What follows belongs to an exercise in optimizing a design on an open flow for small area; a production flow would make more cautious choices.
At most, simulation tests tie the RTL to the original design; equivalence was not proved.
Only the layout flow was run in runs 1, 2 and 5 to 8; the RTL was not checked for function there.
No activity file was given, so power comes from the tool's default toggle rates.

File: flow/design.v
module muldiv_unit #(
    parameter int XLEN  = 64,
    parameter int CNT_W = 7
) (
    input  logic            clk,
    input  logic            reset,
    input  logic            start,
    input  logic [2:0]      funct3,
    input  logic [XLEN-1:0] op_a,
    input  logic [XLEN-1:0] op_b,
    input  logic            kill,
    output logic            busy,
    output logic            done,
    output logic [XLEN-1:0] result
);
    localparam int W    = 5;
    localparam int N    = 13;
    localparam int L    = W * N;        
    localparam int DG_W = 4;
    logic             run;              
    logic [CNT_W-1:0] ps;               
    logic [DG_W-1:0]  dg;               
    logic             isdiv, hsel;      
    logic [L-1:0]     qc, bc, pc;       
    logic [L-1:0]     qs, bs;           
    logic [L-1:0]     qc_nx, bc_nx;
    logic             rs;               
    logic             cy;               
    logic             pm, qm;           
    logic             mb, pb;           
    logic             an, bn, bnz;      
    localparam logic [L-1:0] POL = {
        {W{1'b0}}, {W{1'b1}}, {W{1'b0}}, {W{1'b1}}, {W{1'b0}}, {W{1'b1}}, {W{1'b0}},
        {W{1'b1}}, {W{1'b0}}, {W{1'b1}}, {W{1'b0}}, {W{1'b1}}, {W{1'b0}}};
    assign qc = qs ^ POL;
    assign bc = bs ^ POL;
    logic accept, dfirst, dlast;
    assign accept = !run && start && !kill;
    assign dfirst = (dg == '0);
    assign dlast  = (dg == DG_W'(N-1));
    logic in_asig, in_bsig;
    assign in_asig = funct3[2] ? !funct3[0] : (funct3[1] ^ funct3[0]);
    assign in_bsig = funct3[2] ? !funct3[0] : (funct3[1:0] == 2'b01);
    logic step, pre, post0, post1, last_step;
    assign step      = !ps[6];
    assign pre       = ps[6] && ps[5];
    assign post0     = ps[6] && !ps[5] && !ps[1] && !ps[0];
    assign post1     = ps[6] && !ps[5] && !ps[1] && ps[0];
    assign last_step = step && (&ps[5:0]);
    assign busy   = run;
    assign done   = run && ps[6] && !ps[5] && ps[1];
    assign result = qc[XLEN-1:0];
    logic [W-1:0] pe, pn, be, qe, qn;
    assign pe = pc[W-1:0];
    assign pn = pc[2*W-1:W];
    assign be = bc[W-1:0];
    assign qe = qc[W-1:0];
    assign qn = qc[2*W-1:W];
    logic         m, inv, ysrcq, cin0, ix;
    logic [W-1:0] x, y, ysrc, s;
    logic         co, mcur, nq;
    assign mcur = dfirst ? qe[0] : mb;
    assign nq   = (an ^ bn) & bnz;
    always_comb begin
        m     = 1'b0;
        inv   = 1'b0;
        ysrcq = 1'b0;
        ix    = 1'b0;
        x     = '0;
        if (isdiv) begin
            if (pre) begin
                m = !ps[0]; ysrcq = 1'b1; inv = an;
            end else if (step) begin
                m   = 1'b1;
                inv = !rs ^ bn;
                x   = {pe[W-2:0], dfirst ? qc[XLEN-1] : pm};
            end else if (post0) begin
                m = rs; inv = bn;
                x = pe;
            end else if (hsel) begin
                ix = an;
                x  = pe ^ {W{an}};
            end else begin
                m = 1'b1; ysrcq = 1'b1; inv = nq;
            end
        end else if (step || post0) begin
            m   = mcur && step;
            inv = an && last_step;
            x   = {dlast ? (bn && pe[W-1]) : pn[0], pe[W-1:1]};
        end
        ysrc = ysrcq ? qe : be;
        y    = {W{m}} & (ysrc ^ {W{inv}});
        cin0 = (m && inv) || ix;
    end
    assign {co, s} = {1'b0, x} + {1'b0, y} + {{W{1'b0}}, (dfirst ? cin0 : cy)};
    logic [W-1:0] qin;
    always_comb begin
        if (isdiv ? ((pre && !ps[0]) || post1) : (post0 && hsel))
            qin = s;
        else if (isdiv && (step || post0))
            qin = {qe[W-2:0], dfirst ? !rs : qm};
        else if (!isdiv && (step || post0))
            qin = dlast ? {pb, pb, qe[W-2:1]} : {qn[0], qe[W-1:1]};
        else
            qin = qe;
    end
    always_comb begin
        qc_nx[L-1:XLEN] = qin[W-1:W-(L-XLEN)];
        if (accept) begin
            qc_nx[XLEN-1:0] = op_a;
            bc_nx = {in_bsig && op_b[XLEN-1], op_b};
        end else begin
            qc_nx[XLEN-1:0] = {qin[W-(L-XLEN)-1:0], qc[L-1:W]};
            bc_nx = {be, bc[L-1:W]};
        end
    end
    always_ff @(posedge clk or negedge reset) begin
        if (!reset)
            run <= 1'b0;
        else if (accept)
            run <= 1'b1;
        else if (kill || done)
            run <= 1'b0;
    end
    always_ff @(posedge clk) begin
        qs <= qc_nx ^ POL;
        bs <= bc_nx ^ POL;
        if (accept) begin
            isdiv <= funct3[2];
            hsel  <= funct3[2] ? funct3[1] : (funct3[1:0] != 2'b00);
            an    <= in_asig && op_a[XLEN-1];
            bn    <= in_bsig && op_b[XLEN-1];
            ps    <= CNT_W'(-2);
            dg    <= '0;
        end else begin
            ps <= ps + CNT_W'(dlast);
            dg <= dlast ? '0 : dg + 1'b1;
        end
        pc <= {s, pc[L-1:W]};
        cy <= co;
        pm <= pe[W-1];
        qm <= qe[W-1];
        if (dlast) rs <= s[W-1];
        if (dfirst) begin
            mb <= qe[0];
            pb <= pe[0];
        end
        if (pre)
            bnz <= (bnz && !dfirst) || (|be);
    end
endmodule
File: flow/flow/run.sh
#!/bin/bash
set -e
export BUFFER_PORTS_ARGS="-buffer_cell sky130_fd_sc_hd__buf_1"
export CTS_ARGS="-sink_clustering_enable -repair_clock_nets -sink_clustering_size 15 -sink_clustering_max_diameter 50 -buf_list sky130_fd_sc_hd__clkbuf_8 -dont_use_dummy_load"
bash standard.sh > standard.log 2>&1
File: flow/standard.sh
#!/bin/bash
# synth_recipe.tcl (not shown) runs the flow's synth.tcl, then flattens the netlist and writes it again
# the make line also repeats each setting of config.mk as NAME=value (left out here)
make -C /OpenROAD-flow-scripts/flow DESIGN_CONFIG=/design/flow/config.mk WORK_HOME=/design/flow/orfs CLKGATE_MAP_FILE= SYNTH_SCRIPT=/design/flow/synth_recipe.tcl "${@:-finish}"
File: flow/config.mk
export PLATFORM = sky130hd
export DESIGN_NAME = muldiv_unit
export DESIGN_NICKNAME = muldiv_unit
export VERILOG_FILES = /design/flow/design.v
export SDC_FILE = /design/flow/constraint.sdc
export NUM_CORES = 4
export LEC_CHECK = 0
export CAP_MARGIN = 20
export CORE_MARGIN = 2
export CORE_UTILIZATION = 40
export SLEW_MARGIN = 20
File: flow/constraint.sdc
create_clock -name core_clock -period 6.0 [get_ports {clk}]
set_input_delay 1.2000 -clock core_clock [delete_from_list [all_inputs] [get_ports {clk}]]
set_output_delay 1.2000 -clock core_clock [all_outputs]
set_load 0.01 [all_outputs]
==> results of run 1 <==
## worst reg2reg max path: cells and delay by family, from the launching register on
family          cells  cell delay, ns
flops               1            0.34
simple gates        2            0.50
xor+xnor            1            0.18
compound gates      5            1.14
mux                 1            0.40
buf+inv             1            0.06
fa+ha+maj           3            1.10
## through the flow
| stage | hold slack [ns] | cells | utilization, % | instance area (µm²) |
|---|---|---|---|---|
| final | 0.3025 | 1086 | 44.69 | 8387 |
| after global routing | 0.3041 | 1086 | 44.69 | 8387 |
| after detailed placement | 0.3121 | 1065 | 43.15 | 8098 |
| after floorplan | 0.3096 | 723 | - | 7651 |
| after global placement | 0.3103 | 1065 | 43.15 | 8098 |
| after CTS | 0.3008 | 1086 | 44.69 | 8387 |
## synth_stat cells, drive strengths merged, types with 3 or more instances
master and count:
clkbuf 16, o21ai 15, buf 78, ha 10, xor2 5, a21oi 68, dfxtp 210, nor2 76
xnor2 9, nand3 8, nor3 4, o22ai 5, nand2b 9, a22oi 4, and3 3, edfxtp 7
mux2i 80, mux2 3, inv 41, nand2 38
## state kept, by name, summed over array words and instances (netlist names), 4 cells and up
name / flops
ps: 7
qs: 65
bs: 65
pc: 65
dg: 4
## kinds of logic after synthesis
logic type               share of synthesized area, %
flip-flops                                      58.02
AND/OR/NAND/NOR                                 8.815
buffers and inverters                           10.12
AO/OA/AOI/OAI                                   8.373
multiplexers                                    10.91
XOR/XNOR                                        1.603
adder cells (fa/ha/maj)                         2.159
## power groups by stage
stage	combinational, mW	clock, mW	sequential [mW]
floorplan	0.549	0	2.00
global placement	0.551	0	2.08
detailed placement	0.558	0	2.08
CTS	0.559	0.789	2.06
global route	0.629	0.847	2.09
finish	0.552	0.756	2.05
## area by class of cell
cell class	instances	area, µm²	share of cell area (%)
inverter	42	160.2	1.910
tap	234	292.8	3.491
multi-input combinational	369	2440	29.09
sequential	218	4439	52.93
timing repair buffer	202	765.7	9.130
clock buffer	21	289.0	3.446
## final timing paths
| path | from | to | slack (ns) | depth (start not counted) |
|---|---|---|---|---|
| worst max-delay path | dg[0] | qs[64] | 2.21 | 13 |
| worst min-delay path | pc[29] | pc[24] | 0.30 | 0 |
| worst max register to register | dg[0] | qs[64] | 2.21 | 13 |
| worst min register to register | pc[29] | pc[24] | 0.30 | 0 |
| max in group asynchronous | reset | run | 5.47 | 1 |
| min in group asynchronous | reset | run | 0.43 | 1 |
## layout by cell type (no fill, tap or decap), types with 2 or more instances in the layout
cell	instances
and2_1	2
fa_1	2
dfxtp_1	210
ha_1	10
o21ai_0	12
nand2b_1	9
mux2_2	3
xnor2_1	9
o21ai_1	2
buf_4	2
o22ai_1	5
a22oi_1	4
a21oi_1	68
or3_1	2
edfxtp_1	7
clkbuf_8	21
o211a_1	2
nand4_1	2
nor2_1	76
inv_1	40
xor2_1	5
mux2i_1	80
buf_1	200
nand3_1	8
and3_1	3
nand2_1	38
nor3_1	4
## layer usage
layer | track usage, % | vias up | wire [µm]
met5 | 0 | - | 0
met4 | 3.127 | 0 | 290
met3 | 5.585 | 24 | 1417
met2 | 22.32 | 152 | 6783
met1 | 20.80 | 2175 | 7236
li1 | - | 2571 | -
==> flow_summary.json, run 1 <==
{
  "finalMaxSlewViolations": 0,
  "grt_pass1_vias": 4585,
  "endpoint_kind": "flop",
  "via_count": 4922,
  "cp.arrival_ns": 4.24,
  "grt_max_degree": 75,
  "cp.required_ns": 6.45,
  "die_area_um2": 20250,
  "yosys.area.top_type_share_pct": 54.95,
  "power_frac_seq_pct": 61.0,
  "path_buf_inv": 1,
  "fin_crit_sh_pct": 63.16,
  "cp-start-kind": "flop",
  "net-switching-power_mw": 0.9467,
  "synth_top_area_cell": "dfxtp_1",
  "cap_violations": 0,
  "drc": 0,
  "synth_cells": 723,
  "die_w_um": 142.3,
  "synth_edf_count": 7,
  "tns_ns": 0,
  "worstPathMaxFanout": 11,
  "drt-pass1-iter-count": 5,
  "cts_hold_buffers": 0,
  "grt_pass1_wl_mm": 24.21,
  "overflow": 0,
  "powerDensity_nw_per_um2": 400.3,
  "power_frac_clock_pct": 22.5,
  "async_reset_ff_share_pct": 0.4587,
  "hold_class": "reg -> reg",
  "p_comb_share_pct": 16.4,
  "final.setup_skew_ns": 0.03370,
  "ant_nets": 0,
  "total_power_mw": 3.357,
  "avgSynthCellArea_um2": 10.58,
  "vias_per_cell": 4.532,
  "rsz0062_at_grt": "no",
  "nFillCells": 1845,
  "synth_flop_cell": "dfxtp_1",
  "place.gp.congestion": 0.8223,
  "yosysSeqAreaShare_pct": 58.02,
  "netlist_area_um2": 7651,
  "cts_root_buffer": "clkbuf_8",
  "wirelength_mm": 15.73,
  "drive_gt1_share_pct": 4.108,
  "initial_core_util_pct": 40.77,
  "status": "timing/DRC/antenna clean",
  "area_growth_pct": 9.616,
  "clkSlewWorstSetupHoldPaths_ns": 0.08,
  "finalHoldViolations": 0,
  "path_class": "reg -> reg",
  "cts-buffers-inserted": 21,
  "cpLargestDelayFamily": "compound AO/OA/AOI/OAI gates",
  "grt_usage_pct": 14.96,
  "p_leak_nw": 3.434,
  "post_cts_buffers": 0,
  "clock_sinks": 218,
  "switching_share_pct": 28.20,
  "htree_num_levels": 1,
  "setup_viol_count_final": 0,
  "worstPathCellList": "inv_1, ha_1, nor3b_4, mux2_2, a211o_1, a31o_1, fa_1, fa_1, a21o_1, a21oi_1, xnor2_1, nor2_1, a21oi_1",
  "std_cell_rows": 50,
  "fmax_mhz": 263.9,
  "io_buffers": 200,
  "core-area_um2": 18770,
  "cpMaxStageDelayCell": "fa_1",
  "layout.nets": 1001,
  "cpPeakStageDelay_ns": 0.48,
  "wl_per_cell_um": 14.48,
  "synth.distinct_cells": 53,
  "hpwl_mm": 11.36,
  "antennaDiodeCount": 0,
  "ys_warn_count": 1,
  "max_slew.worst_pin.slew_ns": 0.8884,
  "setup_slack_ns": 2.210,
  "pin_count": 201,
  "drt-initial-drc-count": 228,
  "peakVddDrop_mv": 0.1982,
  "fp.dieH_um": 142.3,
  "dp_slack_ns": 2.194,
  "cts_tree": "yes",
  "cts_resized": 0,
  "internal-power_mw": 2.411,
  "period_minus_slack_ns": 3.790,
  "clk_latency_ns": 0.52,
  "max_slew_margin_pct": 40.77,
  "synth_area_leaders": "dfxtp_1, mux2i_1, buf_4",
  "synthesis.nets": 870,
  "ys_ff_latch": 218,
  "clockBufferDepth": 3,
  "antenna_found_initial": 0
}
==> run 2, diff against run 1 <==
==> flow/flow/run.sh (replaced) <==
#!/bin/bash
set -e
export BUFFER_PORTS_ARGS="-buffer_cell sky130_fd_sc_hd__buf_1"
export CTS_ARGS="-sink_clustering_enable -repair_clock_nets -sink_clustering_size 30 -sink_clustering_max_diameter 60 -buf_list sky130_fd_sc_hd__clkbuf_16 -dont_use_dummy_load"
bash standard.sh > standard.log 2>&1
==> flow_summary.json, run 2 <==
{
  "drt-initial-drc-count": 227,
  "peakVddDrop_mv": 0.2165,
  "power_frac_clock_pct": 23.9,
  "initial_core_util_pct": 40.77,
  "ant_nets": 0,
  "clockBufferDepth": 3,
  "fp.dieH_um": 142.3,
  "synth_cells": 723,
  "final_cells": 1078,
  "p_leak_nw": 3.444,
  "async_reset_ff_share_pct": 0.4587,
  "hp-start": "pc[51]",
  "switching_share_pct": 27.29,
  "synth.distinct_cells": 53,
  "busiest_layer": "met2",
  "endpoint_kind": "flop",
  "overflow": 0,
  "internal-power_mw": 2.485,
  "met3_usage_pct": 5.384,
  "met1_usage_pct": 20.74,
  "rrSetupSlack_ns": 2.22,
  "netlist_area_um2": 7651,
  "finalMaxSlewViolations": 0,
  "htree_num_levels": 1,
  "net-switching-power_mw": 0.9327,
  "cp.arrival_ns": 4.19,
  "min_to": "pc[46]",
  "area_growth_pct": 10.09,
  "rsz0062_at_grt": "no",
  "cts-buffers-inserted": 13,
  "worstPathCellList": "inv_1, ha_1, nor3b_4, mux2_2, a211o_1, a31o_1, fa_1, fa_1, a21o_1, a21oi_1, xnor2_1, nor2_1, a21oi_1",
  "yosysSeqAreaShare_pct": 58.02,
  "synth_edf_count": 7,
  "postPlaceCellArea_um2": 8098,
  "clk_latency_ns": 0.47,
  "die_area_um2": 20250,
  "cts_root_buffer": "clkbuf_16",
  "grt_pass1_vias": 4501,
  "final.setup_skew_ns": 0.03240,
  "cts_tree": "yes",
  "period_minus_slack_ns": 3.778,
  "r2r-end": "qs[64]",
  "reg.largest.list": "bs (65), pc (65), qs (65)",
  "layout.nets": 993,
  "r2r_start": "dg[0]",
  "wl_per_cell_um": 14.42,
  "wirelength_mm": 15.55,
  "grt_pass1_wl_mm": 23.91,
  "ys_warn_count": 1,
  "antenna_found_initial": 0,
  "power_frac_seq_pct": 59.9,
  "finalHoldViolations": 0,
  "clock_sinks": 218,
  "synth_flop_cell": "dfxtp_1",
  "final_common_cell": "dfxtp_1",
  "synthesis.nets": 870,
  "drt-pass1-iter-count": 5,
  "rr_worst_depth": 13,
  "tns_ns": 0,
  "clkSlewWorstSetupHoldPaths_ns": 0.11,
  "core-area_um2": 18770,
  "cpMaxStageDelayCell": "fa_1",
  "via_count": 4920,
  "drive_gt1_share_pct": 3.199,
  "powerDensity_nw_per_um2": 405.8,
  "cap_violations": 0,
  "cp-start-kind": "flop",
  "cts_resized": 0,
  "grt_max_degree": 75,
  "vias_per_cell": 4.564,
  "hold_class": "reg -> reg",
  "synth_area_leaders": "dfxtp_1, mux2i_1, buf_4",
  "max_slew.worst_pin.slew_ns": 0.8877,
  "dp_cells": 1065,
  "std_cell_rows": 50,
  "startpoint": "dg[0]",
  "avgSynthCellArea_um2": 10.58,
  "ys_top_cells_by_count": "dfxtp_1, mux2i_1, nor2_1",
  "worstPathMaxFanout": 11,
  "grt_usage_pct": 14.72,
  "cp.required_ns": 6.41,
  "cpPeakStageDelay_ns": 0.48,
  "max_slew_margin_pct": 40.82,
  "post_cts_buffers": 0,
  "fin_crit_sh_pct": 62.97,
  "drc": 0,
  "setup_viol_count_final": 0,
  "status": "timing/DRC/antenna clean",
  "yosys.area.top_type_share_pct": 54.95,
  "fmax_mhz": 264.7,
  "die_w_um": 142.3,
  "pin_count": 201,
  "ys_ff_latch": 218,
  "final_cell_mix": "dfxtp_1, buf_1, mux2i_1",
  "yosysMostFrequentCell": "dfxtp_1",
  "worstHoldPathCells": 0,
  "antennaDiodeCount": 0,
  "p_comb_share_pct": 16.2,
  "place.gp.congestion": 0.8223,
  "grtUsageMet2_pct": 22.02,
  "io_buffers": 200,
  "hpwl_mm": 11.36,
  "synth_top_area_cell": "dfxtp_1",
  "fin_area_um2": 8423,
  "cts_hold_buffers": 0,
  "path_class": "reg -> reg"
}
-- run 2: cells by family after synthesis --
kind of cell	Yosys count	share of synthesized area (%)
xor gates and xnor gates	14	1.603
adders and majority gates	12	2.159
muxes	83	10.91
AOI/OAI and AO/OA	108	8.373
DFF	218	58.02
buffers and inverters	136	10.12
and+or+nand+nor	152	8.815
-- run 2: layout make-up --
type / count / area [µm²]
tap: 234 / 292.8
multi-input combinational: 369 / 2440
inverter: 42 / 160.2
sequential: 218 / 4439
fill: 1837 / 10340
timing repair buffer: 202 / 765.7
clock buffer: 13 / 325.3
-- run 2: per-layer routing --
metal | routed length (µm) | part of all wire [%]
met1 | 7177 | 46
met2 | 6737 | 43
met3 | 1398 | 9.0
met4 | 230 | 1.5
met5 | 0 | 0
-- run 2: worst max-delay path: cells and delay by family, from the launching register on --
| family | cells | cell delay, ns |
|---|---|---|
| xor gates and xnor gates | 1 | 0.19 |
| adders and majority gates | 3 | 1.10 |
| muxes | 1 | 0.40 |
| AOI/OAI and AO/OA | 5 | 1.15 |
| and+or+nand+nor | 2 | 0.49 |
| DFF | 1 | 0.34 |
| buffers and inverters | 1 | 0.06 |
-- run 2: power by group through the flow --
stage	Sequential [mW]	Clock, mW	Combinational [mW]
after global routing	2.09	0.908	0.629
after CTS	2.06	0.855	0.559
final	2.05	0.817	0.553
after global placement	2.08	0	0.551
after floorplan	2.00	0	0.549
after detailed placement	2.08	0	0.558
-- run 2: metrics by stage --
stage	utilization, %	power, mW	setup slack, ns	hold slack (ns)
5_1_grt	44.88	3.629	1.938	0.3260
3_3_place_gp	43.15	2.635	2.279	0.3103
2_1_floorplan	-	2.545	2.490	0.3096
4_1_cts	44.88	3.469	2.206	0.3193
6_report	44.88	3.418	2.222	0.3202
3_5_place_dp	43.15	2.639	2.194	0.3121
-- run 2: worst max path at each step --
stage,endpoint,slack [ns]
detailed placement,qs[64],2.19
CTS,qs[64],2.21
finish,qs[64],2.22
global placement,qs[64],2.28
global route,qs[64],1.94
floorplan,qs[64],2.49
==> run 3, diff against run 2 <==
--- a/flow/design.v
+++ b/flow/design.v
@@ -28,5 +28,5 @@
     logic             cy;               
     logic             pm, qm;           
-    logic             mb, pb;           
+    logic             mb;               
     logic             an, bn, bnz;      
     localparam logic [L-1:0] POL = {
@@ -100,6 +100,6 @@
         else if (isdiv && (step || post0))
             qin = {qe[W-2:0], dfirst ? !rs : qm};
-        else if (!isdiv && (step || post0))
-            qin = dlast ? {pb, pb, qe[W-2:1]} : {qn[0], qe[W-1:1]};
+        else if (!isdiv && step)
+            qin = dlast ? {pc[W], pc[W], qe[W-2:1]} : {qn[0], qe[W-1:1]};
         else
             qin = qe;
@@ -142,8 +142,6 @@
         qm <= qe[W-1];
         if (dlast) rs <= s[W-1];
-        if (dfirst) begin
+        if (dfirst)
             mb <= qe[0];
-            pb <= pe[0];
-        end
         if (pre)
             bnz <= (bnz && !dfirst) || (|be);
==> flow/flow/run.sh (replaced) <==
#!/bin/bash
set -e
export BUFFER_PORTS_ARGS="-buffer_cell sky130_fd_sc_hd__buf_1"
export CTS_ARGS="-sink_clustering_enable -repair_clock_nets -sink_clustering_size 10 -sink_clustering_max_diameter 40 -buf_list sky130_fd_sc_hd__clkbuf_4 -dont_use_dummy_load"
bash standard.sh > standard.log 2>&1
==> flow_summary.json, run 3 <==
{
  "status": "timing/DRC/antenna clean",
  "cts_root_buffer": "clkbuf_4",
  "async_reset_ff_share_pct": 0.4608,
  "p_leak_nw": 3.452,
  "layout.nets": 1009,
  "synthesis.nets": 874,
  "fp.dieH_um": 142.7,
  "cap_violations": 0,
  "synth_cells": 727,
  "period_minus_slack_ns": 3.791,
  "path_class": "reg -> reg",
  "drc": 0,
  "vias_per_cell": 4.735,
  "yosysMostFrequentCell": "dfxtp_1",
  "htree_num_levels": 1,
  "clkSlewWorstSetupHoldPaths_ns": 0.09,
  "max_slew.worst_pin.slew_ns": 0.9563,
  "post_cts_buffers": 0,
  "die_area_um2": 20350,
  "worstPathMaxFanout": 23,
  "cp.arrival_ns": 4.34,
  "synth_top_area_cell": "dfxtp_1",
  "peakVddDrop_mv": 0.1791,
  "cp-start-kind": "flop",
  "place.gp.congestion": 0.8589,
  "netlist_area_um2": 7691,
  "powerDensity_nw_per_um2": 388.0,
  "synth_edf_count": 6,
  "yosysSeqAreaShare_pct": 57.33,
  "finalMaxSlewViolations": 0,
  "ant_nets": 0,
  "synth.distinct_cells": 57,
  "ys_ff_latch": 217,
  "fin_crit_sh_pct": 63.18,
  "drt-initial-drc-count": 205,
  "grt_max_degree": 73,
  "endpoint_kind": "flop",
  "cts-buffers-inserted": 30,
  "drt-pass1-iter-count": 4,
  "initial_core_util_pct": 40.98,
  "tns_ns": 0,
  "fmax_mhz": 263.8,
  "p_comb_share_pct": 16.9,
  "synth_flop_cell": "dfxtp_1",
  "final_cell_mix": "dfxtp_1, buf_1, a21oi_1",
  "clk_latency_ns": 0.64,
  "setup_slack_ns": 2.209,
  "final.setup_skew_ns": 0.04547,
  "internal-power_mw": 2.282,
  "clock_sinks": 217,
  "antenna_found_initial": 1,
  "die_w_um": 142.7,
  "cp.required_ns": 6.55,
  "dp_slack_ns": 2.274,
  "setup_viol_count_final": 0,
  "area_growth_pct": 8.232,
  "max_slew_margin_pct": 36.16,
  "ys_top_cells_by_count": "dfxtp_1, a21oi_1, mux2i_1",
  "pin_count": 201,
  "clockBufferDepth": 3,
  "avgSynthCellArea_um2": 10.58,
  "via_count": 5190,
  "synth_area_leaders": "dfxtp_1, mux2i_1, buf_4",
  "hpwl_mm": 11.81,
  "yosys.area.top_type_share_pct": 54.66,
  "overflow": 0,
  "power_frac_seq_pct": 62.4,
  "nFillCells": 1870,
  "net-switching-power_mw": 0.9473,
  "reg.largest.list": "bs (65), pc (65), qs (65)",
  "grt_pass1_vias": 5184,
  "cts_hold_buffers": 0,
  "grt_pass1_wl_mm": 26.18,
  "cts_tree": "yes",
  "io_buffers": 200,
  "drive_gt1_share_pct": 5.116,
  "power_frac_clock_pct": 20.7,
  "ys_warn_count": 1,
  "wirelength_mm": 16.69,
  "hold_class": "reg -> reg",
  "finalHoldViolations": 0,
  "std_cell_rows": 50,
  "rsz0062_at_grt": "no",
  "wl_per_cell_um": 15.23,
  "final_util_pct": 44.35,
  "final_common_cell": "dfxtp_1",
  "grt_usage_pct": 16.21,
  "switching_share_pct": 29.33,
  "cts_resized": 0,
  "core-area_um2": 18770
}
==> run 3: cell count changes after synthesis, sizes merged, moves of 5 or more <==
cell / previous run / this run
a22o: 0 / 5
nor2: 76 / 70
nand2: 38 / 30
mux2i: 80 / 72
a21oi: 68 / 78
nand2b: 9 / 4
==> run 3: cell type report <==
type	instances	area [µm²]	share of cell area [%]
Clock buffer	30	225.2	2.706
Timing Repair Buffer	202	765.7	9.199
Multi-Input combinational cell	366	2455	29.49
Antenna cell	2	5.005	0.06012
Inverter	45	171.4	2.059
Tap cell	234	292.8	3.517
Sequential cell	217	4409	52.97
==> run 3: stage by stage <==
step / cells / hold WS (ns) / total power [mW] / instance area [µm²]
2_1_floorplan: 727 / 0.3096 / 2.494 / 7691
3_3_place_gp: 1064 / 0.3099 / 2.589 / 8094
3_5_place_dp: 1064 / 0.3121 / 2.589 / 8094
4_1_cts: 1094 / 0.2374 / 3.268 / 8319
5_1_grt: 1095 / 0.2343 / 3.431 / 8322
6_report: 1096 / 0.2786 / 3.229 / 8324
==> run 3: cell families (layout without fill, tap and decap cells) <==
logic type | Yosys count | after routing | share of synthesized area (%)
xor gates and xnor gates | 16 | 16 | 1.822
muxes | 75 | 75 | 9.810
and+or+nand+nor | 137 | 137 | 8.085
other | 0 | 2 | 0
buffers and inverters | 144 | 277 | 10.79
AOI/OAI and AO/OA | 126 | 126 | 10.02
DFF | 217 | 217 | 57.33
adders and majority gates | 12 | 12 | 2.147
==> run 3: critical path, cell delays in order (launching register included) <==
cell      delay (ns)
dfxtp_1         0.96
nand2b_4        0.15
o31ai_4         0.39
xor2_1          0.18
o22ai_1         0.08
a22o_1          0.29
fa_1            0.45
fa_1            0.47
a21o_1          0.17
a21oi_1         0.17
xnor2_1         0.19
inv_1           0.06
o21ai_0         0.16
==> run 3: routing by layer <==
layer	share of wire (%)	wire length, µm	global-route usage, %	vias up
met5	0	0	0	-
met4	2.5	420	5.836	0
met3	6.8	1141	4.292	32
met2	47	7913	26.95	168
met1	43	7215	20.34	2373
li1	-	-	-	2617
==> run 3: final timing paths <==
check | startpoint | to | slack [ns] | cells past startpoint
worst max-delay path | ps[6] | qs[64] | 2.21 | 12
worst min-delay path | pc[33] | pc[28] | 0.28 | 0
worst max register to register | ps[6] | qs[64] | 2.21 | 12
worst min register to register | pc[33] | pc[28] | 0.28 | 0
max in group asynchronous | reset | run | 5.62 | 1
min in group asynchronous | reset | run | 0.29 | 1
==> run 3: power by group through the flow <==
| stage | Sequential (mW) | Clock (mW) | Combinational (mW) |
|---|---|---|---|
| after floorplan | 1.95 | 0 | 0.540 |
| after global placement | 2.05 | 0 | 0.543 |
| after detailed placement | 2.04 | 0 | 0.549 |
| after CTS | 2.02 | 0.698 | 0.553 |
| after global routing | 2.06 | 0.756 | 0.616 |
| final | 2.01 | 0.669 | 0.546 |
==> run 4, diff against run 3 <==
==> flow/flow/run.sh (replaced) <==
#!/bin/bash
set -e
export BUFFER_PORTS_ARGS="-buffer_cell sky130_fd_sc_hd__buf_1"
export CTS_ARGS="-sink_clustering_enable -repair_clock_nets -sink_clustering_size 15 -sink_clustering_max_diameter 50 -buf_list sky130_fd_sc_hd__clkbuf_8 -dont_use_dummy_load"
bash standard.sh > standard.log 2>&1
==> flow_summary.json, run 4 <==
{
  "drt-initial-drc-count": 243,
  "synth_area_leaders": "dfxtp_1, mux2i_1, buf_4",
  "power_frac_seq_pct": 60.5,
  "synthesis.nets": 874,
  "final_cell_mix": "dfxtp_1, buf_1, a21oi_1",
  "ant_nets": 0,
  "cpLargestDelayFamily": "compound AO/OA/AOI/OAI gates",
  "synth_flop_cell": "dfxtp_1",
  "drt-pass1-iter-count": 5,
  "powerDensity_nw_per_um2": 396.6,
  "fin_crit_sh_pct": 62.59,
  "htree_num_levels": 1,
  "startpoint": "ps[6]",
  "yosysMostFrequentCell": "dfxtp_1",
  "worstPathCellList": "nand2b_4, o31ai_4, xor2_1, o22ai_1, a22o_1, fa_1, fa_1, a21o_1, a21oi_1, xnor2_1, inv_1, o21ai_0",
  "wl_per_cell_um": 15.25,
  "max_slew.worst_pin.slew_ns": 0.9346,
  "pin_count": 201,
  "area_growth_pct": 9.208,
  "clk_latency_ns": 0.52,
  "switching_share_pct": 28.51,
  "path_class": "reg -> reg",
  "place.gp.congestion": 0.8589,
  "avgSynthCellArea_um2": 10.58,
  "overflow": 0,
  "path_buf_inv": 1,
  "p_comb_share_pct": 16.4,
  "std_cell_rows": 50,
  "finalHoldViolations": 0,
  "hp-start": "pc[64]",
  "drc": 0,
  "fp.dieH_um": 142.7,
  "cts_resized": 0,
  "wirelength_mm": 16.58,
  "core-area_um2": 18770,
  "antenna_found_initial": 0,
  "max_slew_margin_pct": 37.61,
  "die_w_um": 142.7,
  "io_buffers": 200,
  "yosysSeqAreaShare_pct": 57.33,
  "total_power_mw": 3.332,
  "cts_root_buffer": "clkbuf_8",
  "synth.distinct_cells": 57,
  "post_cts_buffers": 0,
  "grt_pass1_wl_mm": 25.94,
  "worstPathMaxFanout": 23,
  "cp.arrival_ns": 4.20,
  "internal-power_mw": 2.382,
  "cts_hold_buffers": 0,
  "initial_core_util_pct": 40.98,
  "grt_usage_pct": 16.12,
  "cts_tree": "yes",
  "cpPeakStageDelay_ns": 0.93,
  "ys_ff_latch": 217,
  "drive_gt1_share_pct": 4.225,
  "peakVddDrop_mv": 0.2246,
  "ys_top_cells_by_count": "dfxtp_1, a21oi_1, mux2i_1",
  "p_leak_nw": 3.472,
  "hold_class": "reg -> reg",
  "synth_cells": 727,
  "netlist_area_um2": 7691,
  "cap_violations": 0,
  "cp-start-kind": "flop",
  "status": "timing/DRC/antenna clean",
  "fin_hold_ws_ns": 0.2986,
  "reg.largest.list": "bs (65), pc (65), qs (65)",
  "grt_pass1_vias": 5102,
  "setup_viol_count_final": 0,
  "ys_warn_count": 1,
  "die_area_um2": 20350,
  "async_reset_ff_share_pct": 0.4608,
  "fmax_mhz": 266.3,
  "postPlaceCellArea_um2": 8094,
  "power_frac_clock_pct": 23.1,
  "tns_ns": 0,
  "synth_edf_count": 6,
  "r2r_start": "ps[6]",
  "cpMaxStageDelayCell": "dfxtp_1",
  "vias_per_cell": 4.735,
  "via_count": 5147,
  "net-switching-power_mw": 0.9500,
  "clockBufferDepth": 3,
  "grt_max_degree": 73,
  "clock_sinks": 217,
  "cp_common_cell": "fa_1",
  "hpwl_mm": 11.81,
  "rsz0062_at_grt": "no",
  "cp.required_ns": 6.44,
  "final_common_cell": "dfxtp_1",
  "synth_top_area_cell": "dfxtp_1",
  "endpoint_kind": "flop",
  "yosys.area.top_type_share_pct": 54.66,
  "finalMaxSlewViolations": 0,
  "fin_area_um2": 8399,
  "clkSlewWorstSetupHoldPaths_ns": 0.09,
  "final.setup_skew_ns": 0.03865,
  "period_minus_slack_ns": 3.756,
  "cts-buffers-inserted": 22,
  "layout.nets": 1001
}
==> run 4: changes by cell type in the layout (fill, tap and decap cells not counted), sizes merged <==
| cell | change |
|---|---|
| clkbuf | -8 |
| diode | -1 |
==> run 4: path summary, 6_finish.rpt <==
check | to | slack, ns | depth (start not counted)
worst max register to register | qs[64] | 2.24 | 12
min in group asynchronous | run | 0.44 | 1
max in group asynchronous | run | 5.46 | 1
worst max-delay path | qs[64] | 2.24 | 12
worst min register to register | pc[59] | 0.30 | 0
worst min-delay path | pc[59] | 0.30 | 0
==> run 4: final cells by class <==
cell class                 instances  area, µm²
clock buffer                      22      302.8
tap                              234      292.8
multi-input combinational        366       2455
antenna                            1      2.502
sequential                       217       4409
timing repair buffer             202      765.7
inverter                          45      171.4
fill                            1849      10370
==> run 4: logic make-up after synthesis <==
kind of cell    synth area share (%)
mux                            9.810
xor+xnor                       1.822
fa+ha+maj                      2.147
compound gates                 10.02
buf+inv                        10.79
flops                          57.33
simple gates                   8.085
==> run 4: routing by layer <==
metal	track usage, %	share of wire (%)	wire (µm)	up-vias
met2	26.85	47	7810	160
met1	20.21	43	7114	2357
met5	0	0	0	-
met4	6.410	3.2	531	0
met3	3.823	6.8	1123	38
li1	-	-	-	2592
==> run 4: power by group through the flow <==
stage | combinational [mW] | sequential, mW | clock [mW]
after global routing | 0.615 | 2.06 | 0.854
after global placement | 0.543 | 2.05 | 0
after floorplan | 0.540 | 1.95 | 0
final | 0.547 | 2.01 | 0.771
after CTS | 0.552 | 2.02 | 0.805
after detailed placement | 0.549 | 2.04 | 0
==> run 4: stage by stage <==
step / util [%] / setup slack, ns / instances
finish: 44.75 / 2.244 / 1087
global route: 44.74 / 1.894 / 1086
CTS: 44.74 / 2.270 / 1086
detailed placement: 43.13 / 2.274 / 1064
global placement: 43.13 / 2.355 / 1064
floorplan: - / 2.842 / 727
==> run 5, diff against run 4 <==
--- a/flow/design.v
+++ b/flow/design.v
@@ -24,5 +24,4 @@
     logic [L-1:0]     qc, bc, pc;       
     logic [L-1:0]     qs, bs;           
-    logic [L-1:0]     qc_nx, bc_nx;
     logic             rs;               
     logic             cy;               
@@ -105,12 +104,22 @@
             qin = qe;
     end
-    always_comb begin
-        qc_nx[L-1:XLEN] = qin[W-1:W-(L-XLEN)];
-        if (accept) begin
-            qc_nx[XLEN-1:0] = op_a;
-            bc_nx = {in_bsig && op_b[XLEN-1], op_b};
-        end else begin
-            qc_nx[XLEN-1:0] = {qin[W-(L-XLEN)-1:0], qc[L-1:W]};
-            bc_nx = {be, bc[L-1:W]};
+    logic nacc;
+    assign nacc = !accept;
+    logic [L-1:0] qld, bld, qsh, bsh;       
+    assign qld = {qin[W-1:W-(L-XLEN)], op_a};
+    assign bld = {in_bsig && op_b[XLEN-1], op_b};
+    assign qsh = {qin, qc[L-1:W]};
+    assign bsh = {be, bc[L-1:W]};
+    logic [L-1:0] qs_nx, bs_nx;
+    for (genvar i = 0; i < L; i++) begin : g_ld
+        if (i >= L - W) begin : g_top
+            assign qs_nx[i] = (i >= XLEN) ? qsh[i] : (accept ? qld[i] : qsh[i]);
+            assign bs_nx[i] = accept ? bld[i] : bsh[i];
+        end else if (POL[i]) begin : g_inv
+            md_ld_inv u_q (.acc(accept), .nacc(nacc), .d(qld[i]), .q(qs[i+W]), .y(qs_nx[i]));
+            md_ld_inv u_b (.acc(accept), .nacc(nacc), .d(bld[i]), .q(bs[i+W]), .y(bs_nx[i]));
+        end else begin : g_true
+            md_ld_true u_q (.acc(accept), .d(qld[i]), .qn(qs[i+W]), .y(qs_nx[i]));
+            md_ld_true u_b (.acc(accept), .d(bld[i]), .qn(bs[i+W]), .y(bs_nx[i]));
         end
     end
@@ -124,6 +133,6 @@
     end
     always_ff @(posedge clk) begin
-        qs <= qc_nx ^ POL;
-        bs <= bc_nx ^ POL;
+        qs <= qs_nx;
+        bs <= bs_nx;
         if (accept) begin
             isdiv <= funct3[2];
@@ -148,2 +157,19 @@
     end
 endmodule
+module md_ld_inv (
+    input  logic acc,
+    input  logic nacc,
+    input  logic d,
+    input  logic q,
+    output logic y
+);
+    assign y = !((acc && d) || (nacc && q));
+endmodule
+module md_ld_true (
+    input  logic acc,
+    input  logic d,
+    input  logic qn,
+    output logic y
+);
+    assign y = !(!(acc && d) && (acc || qn));
+endmodule
==> flow/flow/run.sh (replaced) <==
#!/bin/bash
set -e
export BUFFER_PORTS_ARGS="-buffer_cell sky130_fd_sc_hd__buf_1"
export PRE_FLOORPLAN_TCL="$PWD/flow/downsize.tcl"
export CTS_ARGS="-sink_clustering_enable -repair_clock_nets -sink_clustering_size 10 -sink_clustering_max_diameter 40 -buf_list sky130_fd_sc_hd__clkbuf_4 -dont_use_dummy_load"
bash standard.sh > standard.log 2>&1
==> flow/flow/downsize.tcl (new file) <==
# Area recovery before floorplanning: every combinational cell that synthesis
# mapped to a drive strength above 1 is swapped for the same function at drive
# strength 1. Later timing repair sizes cells back up where timing needs it.
set n_swapped 0
foreach inst [[ord::get_db_block] getInsts] {
  set master [[$inst getMaster] getName]
  if { ![regexp {^(sky130_fd_sc_hd__[a-z0-9]+)_([0-9]+)$} $master -> base drive] } { continue }
  if { $drive <= 1 } { continue }
  if { [regexp {__(df|edf|sdf|dl|tap|fill|decap|conb|clk)} $master] } { continue }
  set target ${base}_1
  if { [llength [get_lib_cells -quiet */$target]] == 0 } { continue }
  replace_cell [$inst getName] $target
  incr n_swapped
}
puts "downsize: swapped $n_swapped cells to drive strength 1"
--- a/flow/config.mk
+++ b/flow/config.mk
@@ -10,2 +10,3 @@
 export CORE_UTILIZATION = 40
 export SLEW_MARGIN = 20
+export SYNTH_HIERARCHICAL = 1
==> flow_summary.json, run 5 <==
{
  "cts_resized": 0,
  "clock_sinks": 217,
  "ys_warn_count": 7,
  "post_cts_buffers": 0,
  "final_cell_mix": "dfxtp_1, buf_1, nand2_1",
  "layout.nets": 1007,
  "synth_cells": 704,
  "tns_ns": 0,
  "clkSlewWorstSetupHoldPaths_ns": 0.10,
  "p_leak_nw": 3.387,
  "status": "timing/DRC/antenna clean",
  "ant_nets": 0,
  "worstPathCellList": "nand2b_1, o31ai_1, xnor2_1, o22ai_1, a22o_1, fa_1, fa_1, a21o_1, a21oi_1, xnor2_1, mux2_1",
  "drc": 0,
  "hpwl_mm": 10.34,
  "grt_pass1_wl_mm": 23.45,
  "finalHoldViolations": 0,
  "fin_crit_sh_pct": 70.82,
  "cap_violations": 0,
  "rr_worst_depth": 11,
  "std_cell_rows": 48,
  "wl_per_cell_um": 13.88,
  "period_minus_slack_ns": 4.249,
  "initial_core_util_pct": 40.95,
  "finalMaxSlewViolations": 0,
  "clk_latency_ns": 0.64,
  "cp.required_ns": 6.53,
  "final_common_cell": "dfxtp_1",
  "rsz0062_at_grt": "no",
  "endpoint_kind": "flop",
  "max_slew_margin_pct": 25.70,
  "via_count": 5171,
  "vias_per_cell": 4.770,
  "drt-pass1-iter-count": 4,
  "htree_num_levels": 1,
  "min_to": "pc[12]",
  "powerDensity_nw_per_um2": 377.2,
  "max_slew.worst_pin.slew_ns": 1.105,
  "cp.arrival_ns": 4.78,
  "cts_root_buffer": "clkbuf_4",
  "place.gp.congestion": 0.8430,
  "drive_gt1_share_pct": 3.963,
  "path_class": "reg -> reg",
  "io_buffers": 200,
  "hp-start": "pc[17]",
  "cpMaxStageDelayCell": "o31ai_1",
  "setup_viol_count_final": 0,
  "cts_tree": "yes",
  "rrSetupSlack_ns": 1.75,
  "cpPeakStageDelay_ns": 0.95,
  "die_w_um": 137.3,
  "drt-initial-drc-count": 263,
  "cts-buffers-inserted": 29,
  "overflow": 0,
  "clockBufferDepth": 3,
  "fin_area_um2": 8098,
  "worstPathMaxFanout": 19,
  "antenna_found_initial": 1,
  "cts_hold_buffers": 0,
  "core-area_um2": 17360,
  "postPlaceCellArea_um2": 7878,
  "hold_class": "reg -> reg",
  "peakVddDrop_mv": 0.1972,
  "grt_pass1_vias": 4832,
  "fp.dieH_um": 137.3,
  "cp-start-kind": "flop",
  "reg.largest.list": "bs (65), pc (65), qs (65)",
  "grt_max_degree": 122,
  "wirelength_mm": 15.05,
  "r2r-end": "qs[64]",
  "synthesis.nets": 851,
  "grt_usage_pct": 15.65,
  "die_area_um2": 18850,
  "fmax_mhz": 235.3,
  "pin_count": 201,
  "final.setup_skew_ns": 0.04815,
  "r2r_start": "ps[6]",
  "worstHoldPathCells": 0
}
-- run 5: worst max-delay path by stage --
stage                     slack (ns)  depth (start not counted)  startpoint  endpoint
after floorplan                 0.19                          5        kill    bs[15]
after global placement          1.96                         11       ps[6]    qs[64]
after detailed placement        1.83                         11       ps[6]    qs[64]
after CTS                       1.82                         11       ps[6]    qs[64]
after global routing            1.48                         11       ps[6]    qs[64]
final                           1.75                         11       ps[6]    qs[64]
-- run 5: stage by stage --
step           worst slack (ns)  instances  power (mW)  hold WS [ns]  utilization, %
4_1_cts                   1.817       1083       3.099        0.2901           46.64
3_5_place_dp              1.828       1054       2.440        0.3121           45.39
2_1_floorplan            0.1930        704       2.287        0.3096               -
3_3_place_gp              1.963       1054       2.437        0.3097           45.39
5_1_grt                   1.477       1084       3.243        0.2967           46.66
6_report                  1.751       1084       3.055        0.2993           46.66
-- run 5: area by class of cell --
cell class | instances | area (µm²)
fillers | 1672 | 9259
flip-flops and latches | 217 | 4409
multi-input cells | 363 | 2236
repair buffers | 203 | 773.2
well taps | 225 | 281.5
clock buffers | 29 | 217.7
inverters | 46 | 177.7
diodes | 1 | 2.502
-- run 5: report_power, final --
part | internal [mW] | switching [mW] | leakage, nW
Combinational | 0.210 | 0.268 | 1.43
Sequential | 1.77 | 0.154 | 1.82
Clock | 0.221 | 0.432 | 0.133
-- run 5: metal layers --
| metal | wire length (µm) | GRT usage [%] |
|---|---|---|
| met1 | 6926 | 21.29 |
| met2 | 6768 | 23.69 |
| met4 | 358 | 5.556 |
| met5 | 0 | 0 |
| met3 | 995 | 4.562 |
-- run 5: critical path, delay by kind of cell, from the launching register on --
kind | cells | cell delay, ns
compound gates | 5 | 1.66
xor+xnor | 2 | 0.31
fa+ha+maj | 2 | 0.87
flops | 1 | 0.75
mux | 1 | 0.29
simple gates | 1 | 0.29
==> run 6, diff against run 5 <==
--- a/flow/design.v
+++ b/flow/design.v
@@ -49,5 +49,5 @@
     assign busy   = run;
     assign done   = run && ps[6] && !ps[5] && ps[1];
-    assign result = qc[XLEN-1:0];
+    assign result = pc[XLEN-1:0];
     logic [W-1:0] pe, pn, be, qe, qn;
     assign pe = pc[W-1:0];
@@ -83,8 +83,12 @@
                 m = 1'b1; ysrcq = 1'b1; inv = nq;
             end
-        end else if (step || post0) begin
+        end else if (step || (post0 && hsel)) begin
             m   = mcur && step;
             inv = an && last_step;
             x   = {dlast ? (bn && pe[W-1]) : pn[0], pe[W-1:1]};
+        end else if (post0) begin
+            m = 1'b1; ysrcq = 1'b1;
+        end else if (post1) begin
+            x = pe;
         end
         ysrc = ysrcq ? qe : be;
@@ -95,5 +99,5 @@
     logic [W-1:0] qin;
     always_comb begin
-        if (isdiv ? ((pre && !ps[0]) || post1) : (post0 && hsel))
+        if (isdiv && pre && !ps[0])
             qin = s;
         else if (isdiv && (step || post0))
==> flow_summary.json, run 6 <==
{
  "powerDensity_nw_per_um2": 400.8,
  "endpoint_kind": "flop",
  "drt-initial-drc-count": 210,
  "setup_viol_count_final": 0,
  "reg.largest.list": "bs (65), pc (65), qs (65)",
  "nFillCells": 1713,
  "drive_gt1_share_pct": 4.841,
  "hold_class": "reg -> reg",
  "antenna_found_initial": 0,
  "clk_latency_ns": 0.60,
  "p_leak_nw": 3.219,
  "grt_max_degree": 123,
  "status": "timing/DRC/antenna clean",
  "cts_tree": "yes",
  "path_class": "reg -> reg",
  "grtUsageMet2_pct": 24.46,
  "std_cell_rows": 48,
  "clock_sinks": 217,
  "ant_nets": 0,
  "core-area_um2": 17360,
  "post_cts_buffers": 0,
  "peakVddDrop_mv": 0.2066,
  "drc": 0,
  "fin_crit_sh_pct": 63.80,
  "cp.required_ns": 6.51,
  "met1_usage_pct": 21.32,
  "final_cell_mix": "dfxtp_1, buf_1, nand2_1",
  "met3_usage_pct": 6.291,
  "cts_root_buffer": "clkbuf_4",
  "power_frac_clock_pct": 21.9,
  "rsz0062_at_grt": "no",
  "worstHoldPathCells": 0,
  "grt_usage_pct": 16.46,
  "total_power_mw": 3.271,
  "layout.nets": 996,
  "final_util_pct": 47.02,
  "busiest_layer": "met2",
  "fmax_mhz": 261.2,
  "rr_worst_depth": 12,
  "cts-buffers-inserted": 34,
  "tns_ns": 0,
  "antennaDiodeCount": 0,
  "wl_per_cell_um": 14.49,
  "htree_num_levels": 2,
  "fp.dieH_um": 137.5,
  "final_common_cell": "dfxtp_1",
  "finalHoldViolations": 0,
  "hpwl_mm": 10.57,
  "grt_pass1_vias": 4981,
  "die_w_um": 137.5,
  "grt_pass1_wl_mm": 24.28,
  "max_slew_margin_pct": 42.94,
  "pin_count": 201,
  "clkSlewWorstSetupHoldPaths_ns": 0.10,
  "cts_hold_buffers": 0,
  "synth_cells": 688,
  "drt-pass1-iter-count": 5,
  "wirelength_mm": 15.53,
  "overflow": 0,
  "ys_warn_count": 7,
  "worstPathMaxFanout": 17,
  "cp-start-kind": "flop",
  "vias_per_cell": 4.870,
  "power_frac_seq_pct": 61.2,
  "via_count": 5221,
  "finalMaxSlewViolations": 0,
  "internal-power_mw": 2.315,
  "die_area_um2": 18910,
  "p_comb_share_pct": 16.9,
  "cap_violations": 0,
  "switching_share_pct": 29.24,
  "io_buffers": 200,
  "clockBufferDepth": 3,
  "max_slew.worst_pin.slew_ns": 0.8558,
  "net-switching-power_mw": 0.9564,
  "final.setup_skew_ns": 0.05701,
  "synthesis.nets": 835,
  "cp.arrival_ns": 4.34,
  "cts_resized": 0,
  "place.gp.congestion": 0.8580,
  "initial_core_util_pct": 41.08,
  "period_minus_slack_ns": 3.828
}
[run 6: area by class of cell]
| cell class | count | area [µm²] | area share (%) |
|---|---|---|---|
| repair buffers | 205 | 788.3 | 9.658 |
| multi-input cells | 372 | 2351 | 28.81 |
| flip-flops and latches | 217 | 4409 | 54.02 |
| clock buffers | 34 | 255.2 | 3.127 |
| inverters | 19 | 76.32 | 0.9352 |
| well taps | 225 | 281.5 | 3.449 |
[run 6: path summary, 6_finish.rpt]
path                            endpoint  slack (ns)   start
worst max-delay path              qs[64]        2.17   isdiv
max in group asynchronous            run        5.52   reset
worst max register to register    qs[64]        2.17   isdiv
worst min register to register    pc[34]        0.30  pc[39]
worst min-delay path              pc[34]        0.30  pc[39]
min in group asynchronous            run        0.39   reset
[run 6: per-layer routing]
layer  wire length [µm]  share of wire (%)
met3               1529                9.8
met1               6940                 45
met4                384                2.5
met5                  0                  0
met2               6679                 43
[run 6: per-stage QoR]
stage	area (µm²)	setup WS [ns]	hold WS, ns	std cells
2_1_floorplan	7134	0.1605	0.3096	688
3_3_place_gp	7906	2.239	0.3304	1038
3_5_place_dp	7906	2.223	0.3337	1038
4_1_cts	8162	2.211	0.3079	1072
5_1_grt	8162	1.782	0.3037	1072
6_report	8162	2.172	0.2973	1072
[run 6: worst max-delay path: stages (launching register included)]
cell and delay [ns]:
edfxtp_1 0.60, or4_1 0.53, a21oi_1 0.62, o211ai_1 0.16, o211ai_1 0.15, mux2i_1 0.13, fa_1 0.49, fa_1 0.42
a21o_1 0.18, a21oi_1 0.17, xnor2_1 0.17, nand2_1 0.07, o21ai_0 0.09
[run 6: power groups by stage]
stage                     clock network (mW)  logic, mW  registers [mW]
after global routing                   0.816      0.627            2.05
after floorplan                            0      0.457            1.96
after detailed placement                   0      0.559            2.04
final                                  0.716      0.552            2.00
after global placement                     0      0.553            2.04
after CTS                              0.764      0.560            2.01
==> run 7, diff against run 6 <==
--- a/flow/design.v
+++ b/flow/design.v
@@ -41,12 +41,12 @@
     assign in_asig = funct3[2] ? !funct3[0] : (funct3[1] ^ funct3[0]);
     assign in_bsig = funct3[2] ? !funct3[0] : (funct3[1:0] == 2'b01);
-    logic step, pre, post0, post1, last_step;
+    logic step, first, pre, post0, last_step;
     assign step      = !ps[6];
+    assign first     = (ps == '0);
     assign pre       = ps[6] && ps[5];
-    assign post0     = ps[6] && !ps[5] && !ps[1] && !ps[0];
-    assign post1     = ps[6] && !ps[5] && !ps[1] && ps[0];
+    assign post0     = ps[6] && !ps[5] && !ps[0];
     assign last_step = step && (&ps[5:0]);
     assign busy   = run;
-    assign done   = run && ps[6] && !ps[5] && ps[1];
+    assign done   = run && ps[6] && !ps[5] && (isdiv ? ps[1] : ps[0]);
     assign result = pc[XLEN-1:0];
     logic [W-1:0] pe, pn, be, qe, qn;
@@ -69,9 +69,9 @@
         if (isdiv) begin
             if (pre) begin
-                m = !ps[0]; ysrcq = 1'b1; inv = an;
+                m = 1'b1; ysrcq = 1'b1; inv = an;
             end else if (step) begin
                 m   = 1'b1;
-                inv = !rs ^ bn;
-                x   = {pe[W-2:0], dfirst ? qc[XLEN-1] : pm};
+                inv = (first || !rs) ^ bn;
+                x   = {pe[W-2:0] & {(W-1){!first}}, dfirst ? qc[XLEN-1] : (pm && !first)};
             end else if (post0) begin
                 m = rs; inv = bn;
@@ -83,12 +83,11 @@
                 m = 1'b1; ysrcq = 1'b1; inv = nq;
             end
-        end else if (step || (post0 && hsel)) begin
+        end else if (step || hsel) begin
             m   = mcur && step;
             inv = an && last_step;
-            x   = {dlast ? (bn && pe[W-1]) : pn[0], pe[W-1:1]};
-        end else if (post0) begin
+            if (!first)
+                x = {dlast ? (bn && pe[W-1]) : pn[0], pe[W-1:1]};
+        end else begin
             m = 1'b1; ysrcq = 1'b1;
-        end else if (post1) begin
-            x = pe;
         end
         ysrc = ysrcq ? qe : be;
@@ -99,12 +98,10 @@
     logic [W-1:0] qin;
     always_comb begin
-        if (isdiv && pre && !ps[0])
+        if (isdiv && pre)
             qin = s;
-        else if (isdiv && (step || post0))
+        else if (isdiv)
             qin = {qe[W-2:0], dfirst ? !rs : qm};
-        else if (!isdiv && step)
+        else
             qin = dlast ? {pc[W], pc[W], qe[W-2:1]} : {qn[0], qe[W-1:1]};
-        else
-            qin = qe;
     end
     logic nacc;
@@ -144,5 +141,5 @@
             an    <= in_asig && op_a[XLEN-1];
             bn    <= in_bsig && op_b[XLEN-1];
-            ps    <= CNT_W'(-2);
+            ps    <= {CNT_W{funct3[2]}};
             dg    <= '0;
         end else begin
==> flow_summary.json, run 7 <==
{
  "period_minus_slack_ns": 3.838,
  "final.setup_skew_ns": 0.07964,
  "final_common_cell": "dfxtp_1",
  "worstPathMaxFanout": 14,
  "cts_hold_buffers": 0,
  "antenna_found_initial": 0,
  "clkSlewWorstSetupHoldPaths_ns": 0.08,
  "endpoint_kind": "flop",
  "tns_ns": 0,
  "finalMaxSlewViolations": 0,
  "switching_share_pct": 31.85,
  "cp.arrival_ns": 4.42,
  "cp.required_ns": 6.58,
  "fp.dieH_um": 136.7,
  "dp_slack_ns": 2.204,
  "max_slew_margin_pct": 39.32,
  "clockBufferDepth": 3,
  "p_comb_share_pct": 23.2,
  "hpwl_mm": 10.37,
  "std_cell_rows": 48,
  "overflow": 0,
  "cts_tree": "yes",
  "initial_core_util_pct": 40.87,
  "power_frac_clock_pct": 18.1,
  "clk_latency_ns": 0.68,
  "cp-start-kind": "flop",
  "cts_root_buffer": "clkbuf_4",
  "cts_resized": 0,
  "internal-power_mw": 2.545,
  "total_power_mw": 3.734,
  "vias_per_cell": 4.887,
  "die_area_um2": 18690,
  "cpLargestDelayFamily": "adder cells",
  "wirelength_mm": 15.21,
  "postPlaceCellArea_um2": 7818,
  "powerDensity_nw_per_um2": 463.8,
  "fin_crit_sh_pct": 63.96,
  "cap_violations": 0,
  "pin_count": 201,
  "finalHoldViolations": 0,
  "rsz0062_at_grt": "no",
  "die_w_um": 136.7,
  "net-switching-power_mw": 1.189,
  "fin_area_um2": 8050,
  "drt-pass1-iter-count": 4,
  "cts-buffers-inserted": 31,
  "power_frac_seq_pct": 58.7,
  "ant_nets": 0,
  "fmax_mhz": 260.6,
  "grt_pass1_vias": 4968,
  "place.gp.congestion": 0.8299,
  "post_cts_buffers": 0,
  "htree_num_levels": 1,
  "wl_per_cell_um": 14.19,
  "io_buffers": 200,
  "grt_max_degree": 133,
  "final_util_pct": 46.70,
  "setup_viol_count_final": 0,
  "reg.largest.list": "bs (65), pc (65), qs (65)",
  "ys_warn_count": 7,
  "drive_gt1_share_pct": 4.250,
  "drc": 0,
  "hold_class": "in -> async",
  "grt_usage_pct": 16.10,
  "clock_sinks": 217,
  "p_leak_nw": 3.217,
  "layout.nets": 996,
  "cpMaxStageDelayCell": "edfxtp_1",
  "nFillCells": 1709,
  "synthesis.nets": 837,
  "status": "timing/DRC/antenna clean",
  "path_buf_inv": 1,
  "via_count": 5239,
  "setup_slack_ns": 2.162,
  "drt-initial-drc-count": 223,
  "grt_pass1_wl_mm": 24.18,
  "cpPeakStageDelay_ns": 0.64,
  "synth_cells": 690,
  "max_slew.worst_pin.slew_ns": 0.9102,
  "worstPathCellList": "inv_1, or3_1, mux2i_1, nor2_1, mux2i_1, fa_1, fa_1, a21o_1, a21oi_1, xnor2_1, nand2_1, a21oi_1",
  "core-area_um2": 17240,
  "final_cell_mix": "dfxtp_1, buf_1, nand2_1",
  "peakVddDrop_mv": 0.2716,
  "antennaDiodeCount": 0,
  "path_class": "reg -> reg"
}
-- run 7: per-layer routing --
metal	part of all wire, %	global-route usage (%)	wire length [µm]
met5	0	0	0
met4	2.2	4.282	329
met3	11	6.778	1622
met2	43	25.14	6507
met1	44	20.48	6751
-- run 7: final cells by class --
class	count	area [µm²]	area share [%]
multi-input combinational	380	2288	28.43
inverter	16	65.06	0.8082
timing repair buffer	203	773.2	9.605
sequential	217	4409	54.77
clock buffer	31	232.7	2.891
tap	225	281.5	3.497
-- run 7: path summary, 6_finish.rpt --
check                       start      to  cells past startpoint  slack (ns)
min                         reset     run                      1        0.31
max in group asynchronous   reset     run                      1        5.59
max reg2reg                 isdiv  qs[64]                     12        2.16
min in group core_clock    pc[53]  pc[48]                      0        0.32
min reg2reg                pc[53]  pc[48]                      0        0.32
max                         isdiv  qs[64]                     12        2.16
-- run 7: worst register-to-register path: cells and delay by family, from the launching register on --
| kind | cells | cell delay, ns |
|---|---|---|
| AO/OA/AOI/OAI | 3 | 0.47 |
| XOR/XNOR | 1 | 0.17 |
| adder cells (fa/ha/maj) | 2 | 0.91 |
| buffers and inverters | 1 | 0.34 |
| flip-flops | 1 | 0.64 |
| multiplexers | 2 | 0.57 |
| AND/OR/NAND/NOR | 3 | 0.69 |
-- run 7: power by group through the flow --
stage	logic, mW	registers, mW	clock network, mW
final	0.867	2.19	0.676
after global routing	0.986	2.26	0.769
after CTS	0.875	2.20	0.717
after detailed placement	0.874	2.23	0
after global placement	0.864	2.22	0
after floorplan	0.731	2.11	0
-- run 7: per-stage QoR --
stage,std cells,hold slack (ns)
CTS,1072,0.2484
global route,1072,0.2548
detailed placement,1041,0.3329
global placement,1041,0.3325
finish,1072,0.3119
floorplan,690,0.3096
==> run 8, diff against run 7 <==
==> flow/flow/run.sh (replaced) <==
#!/bin/bash
set -e
export BUFFER_PORTS_ARGS="-buffer_cell sky130_fd_sc_hd__buf_1"
export PRE_FLOORPLAN_TCL="$PWD/flow/downsize.tcl"
export CTS_ARGS="-sink_clustering_enable -repair_clock_nets -sink_clustering_size 12 -sink_clustering_max_diameter 35 -buf_list sky130_fd_sc_hd__clkbuf_4 -dont_use_dummy_load"
bash standard.sh > standard.log 2>&1
--- a/flow/config.mk
+++ b/flow/config.mk
@@ -8,5 +8,5 @@
 export CAP_MARGIN = 20
 export CORE_MARGIN = 2
-export CORE_UTILIZATION = 40
+export CORE_UTILIZATION = 60
 export SLEW_MARGIN = 20
 export SYNTH_HIERARCHICAL = 1
==> flow_summary.json, run 8 <==
{
  "hpwl_mm": 10.28,
  "layout.nets": 998,
  "std_cell_rows": 39,
  "cpMaxStageDelayCell": "a211oi_1",
  "net-switching-power_mw": 1.177,
  "drive_gt1_share_pct": 4.476,
  "dp_slack_ns": 1.739,
  "finalHoldViolations": 0,
  "die_area_um2": 12620,
  "cts_tree": "yes",
  "htree_num_levels": 2,
  "status": "timing/DRC/antenna clean",
  "drt-pass1-iter-count": 5,
  "cp-start-kind": "flop",
  "powerDensity_nw_per_um2": 470.5,
  "synthesis.nets": 837,
  "fin_area_um2": 7963,
  "die_w_um": 112.4,
  "cts_resized": 0,
  "path_buf_inv": 1,
  "wirelength_mm": 14.66,
  "ys_warn_count": 7,
  "final_cells": 992,
  "vias_per_cell": 5.358,
  "antennaDiodeCount": 0,
  "pin_count": 201,
  "dp_cells": 958,
  "switching_share_pct": 31.41,
  "peakVddDrop_mv": 0.4428,
  "initial_core_util_pct": 61.69,
  "clock_sinks": 217,
  "tns_ns": 0,
  "fin_crit_sh_pct": 72.19,
  "endpoint_kind": "flop",
  "cap_violations": 0,
  "clk_latency_ns": 0.60,
  "final_util_pct": 69.73,
  "cts-buffers-inserted": 34,
  "post_cts_buffers": 0,
  "io_buffers": 200,
  "cts_root_buffer": "clkbuf_4",
  "fin_hold_ws_ns": 0.3378,
  "period_minus_slack_ns": 4.331,
  "rsz0062_at_grt": "no",
  "drt-initial-drc-count": 276,
  "worstPathMaxFanout": 9,
  "synth_cells": 690,
  "final_cell_mix": "dfxtp_1, buf_1, nand2_1",
  "internal-power_mw": 2.570,
  "p_leak_nw": 3.225,
  "final_common_cell": "dfxtp_1",
  "wl_per_cell_um": 14.78,
  "cts_hold_buffers": 0,
  "finalMaxSlewViolations": 0,
  "grt_usage_pct": 23.27,
  "core-area_um2": 11420,
  "hold_class": "reg -> reg",
  "fmax_mhz": 230.9,
  "clkSlewWorstSetupHoldPaths_ns": 0.10,
  "ant_nets": 0,
  "final.setup_skew_ns": 0.09790,
  "clockBufferDepth": 3,
  "max_slew_margin_pct": 33.79,
  "place.gp.congestion": 0.9062,
  "reg.largest.list": "bs (65), pc (65), qs (65)",
  "path_class": "reg -> reg",
  "setup_viol_count_final": 0,
  "p_comb_share_pct": 23.2,
  "drc": 0,
  "setup_slack_ns": 1.669,
  "grt_pass1_wl_mm": 24.01,
  "grt_pass1_vias": 5248,
  "postPlaceCellArea_um2": 7707,
  "grt_max_degree": 152,
  "via_count": 5315,
  "antenna_found_initial": 0,
  "cpLargestDelayFamily": "simple AND/OR/NAND/NOR gates",
  "overflow": 0,
  "max_slew.worst_pin.slew_ns": 0.9931,
  "cp.arrival_ns": 4.70,
  "total_power_mw": 3.746,
  "cp.required_ns": 6.37,
  "worstPathCellList": "inv_1, ha_1, nor3b_1, mux2i_1, a211oi_1, or3b_1, mux2i_1, fa_1, fa_1, nand3_1, a21oi_1, a21oi_1, o21ai_0",
  "cpPeakStageDelay_ns": 0.82,
  "power_frac_seq_pct": 58.5,
  "power_frac_clock_pct": 18.3,
  "fp.dieH_um": 112.4
}
## run 8: worst paths after layout
path,start,to,slack [ns],cells after the start
setup / recovery,dg[0],qs[61],1.67,13
hold / removal,qs[59],qs[54],0.34,1
setup reg to reg,dg[0],qs[61],1.67,13
hold reg to reg,qs[59],qs[54],0.34,1
max in group asynchronous,reset,run,5.52,1
min in group asynchronous,reset,run,0.38,1
## run 8: layout make-up
class / count / area, µm²
sequential: 217 / 4409
timing repair buffer: 202 / 765.7
inverter: 16 / 65.06
tap: 143 / 178.9
clock buffer: 34 / 255.2
multi-input combinational: 380 / 2288
fill: 912 / 3456
## run 8: power by group through the flow
| stage | sequential, mW | clock [mW] | combinational (mW) |
|---|---|---|---|
| finish | 2.19 | 0.684 | 0.871 |
| global route | 2.25 | 0.771 | 0.972 |
| CTS | 2.20 | 0.714 | 0.879 |
| detailed placement | 2.22 | 0 | 0.877 |
| global placement | 2.21 | 0 | 0.854 |
| floorplan | 2.11 | 0 | 0.731 |
## run 8: per-layer routing
| metal | vias to the layer above | wire length [µm] | GRT usage (%) |
|---|---|---|---|
| met2 | 170 | 7102 | 39.52 |
| met3 | 40 | 1102 | 7.235 |
| met4 | 0 | 389 | 7.967 |
| met5 | - | 0 | 0 |
| met1 | 2445 | 6069 | 28.20 |
| li1 | 2660 | - | - |
## run 8: worst reg2reg max path: cells and delay by family (launching register included)
family,cells,cell delay [ns]
fa+ha+maj,3,0.85
compound gates,4,1.09
buf+inv,1,0.07
flops,1,0.35
simple gates,3,1.29
mux,2,0.45

==> port drivers added, routing unchanged <==
Ports are ideal in the flow. The routed layouts listed here were re-timed in OpenROAD. Step 1 sets driving cells, clkbuf_16 on the clock port and buf_2 on the other inputs (assumed; they add their load-dependent delay and slew). Step 2 adds t to the input delays and takes it off the output delays; t is the mean of the earliest and latest rising clock arrival at the registers after step 1. Input paths then give back, and output paths get back, about the clock's delay inside the block. a / b / c = ideal ports / drivers / drivers and shift; a / b = the first two.
run	t, ns	setup WS [ns]	worst setup path after step 2	latest minus earliest clock arrival (ns)	worst register clock-pin slew, ns
run 1	0.540	2.210 / 2.210 / 2.210	register to register	0.035 / 0.035	0.09 / 0.09
run 2	0.498	2.222 / 2.222 / 2.222	register to register	0.035 / 0.035	0.11 / 0.11
run 3	0.660	2.209 / 2.209 / 2.209	register to register	0.056 / 0.056	0.11 / 0.11
run 4	0.534	2.244 / 2.244 / 2.244	register to register	0.038 / 0.039	0.09 / 0.09
run 5	0.660	1.751 / 1.751 / 1.751	register to register	0.054 / 0.054	0.11 / 0.11
run 6	0.607	2.172 / 2.172 / 2.172	register to register	0.060 / 0.059	0.10 / 0.10
run 7	0.675	2.162 / 2.162 / 2.162	register to register	0.083 / 0.083	0.10 / 0.10
run 8	0.586	1.669 / 1.669 / 1.669	register to register	0.098 / 0.098	0.11 / 0.11
After both steps every run listed still meets setup and hold.
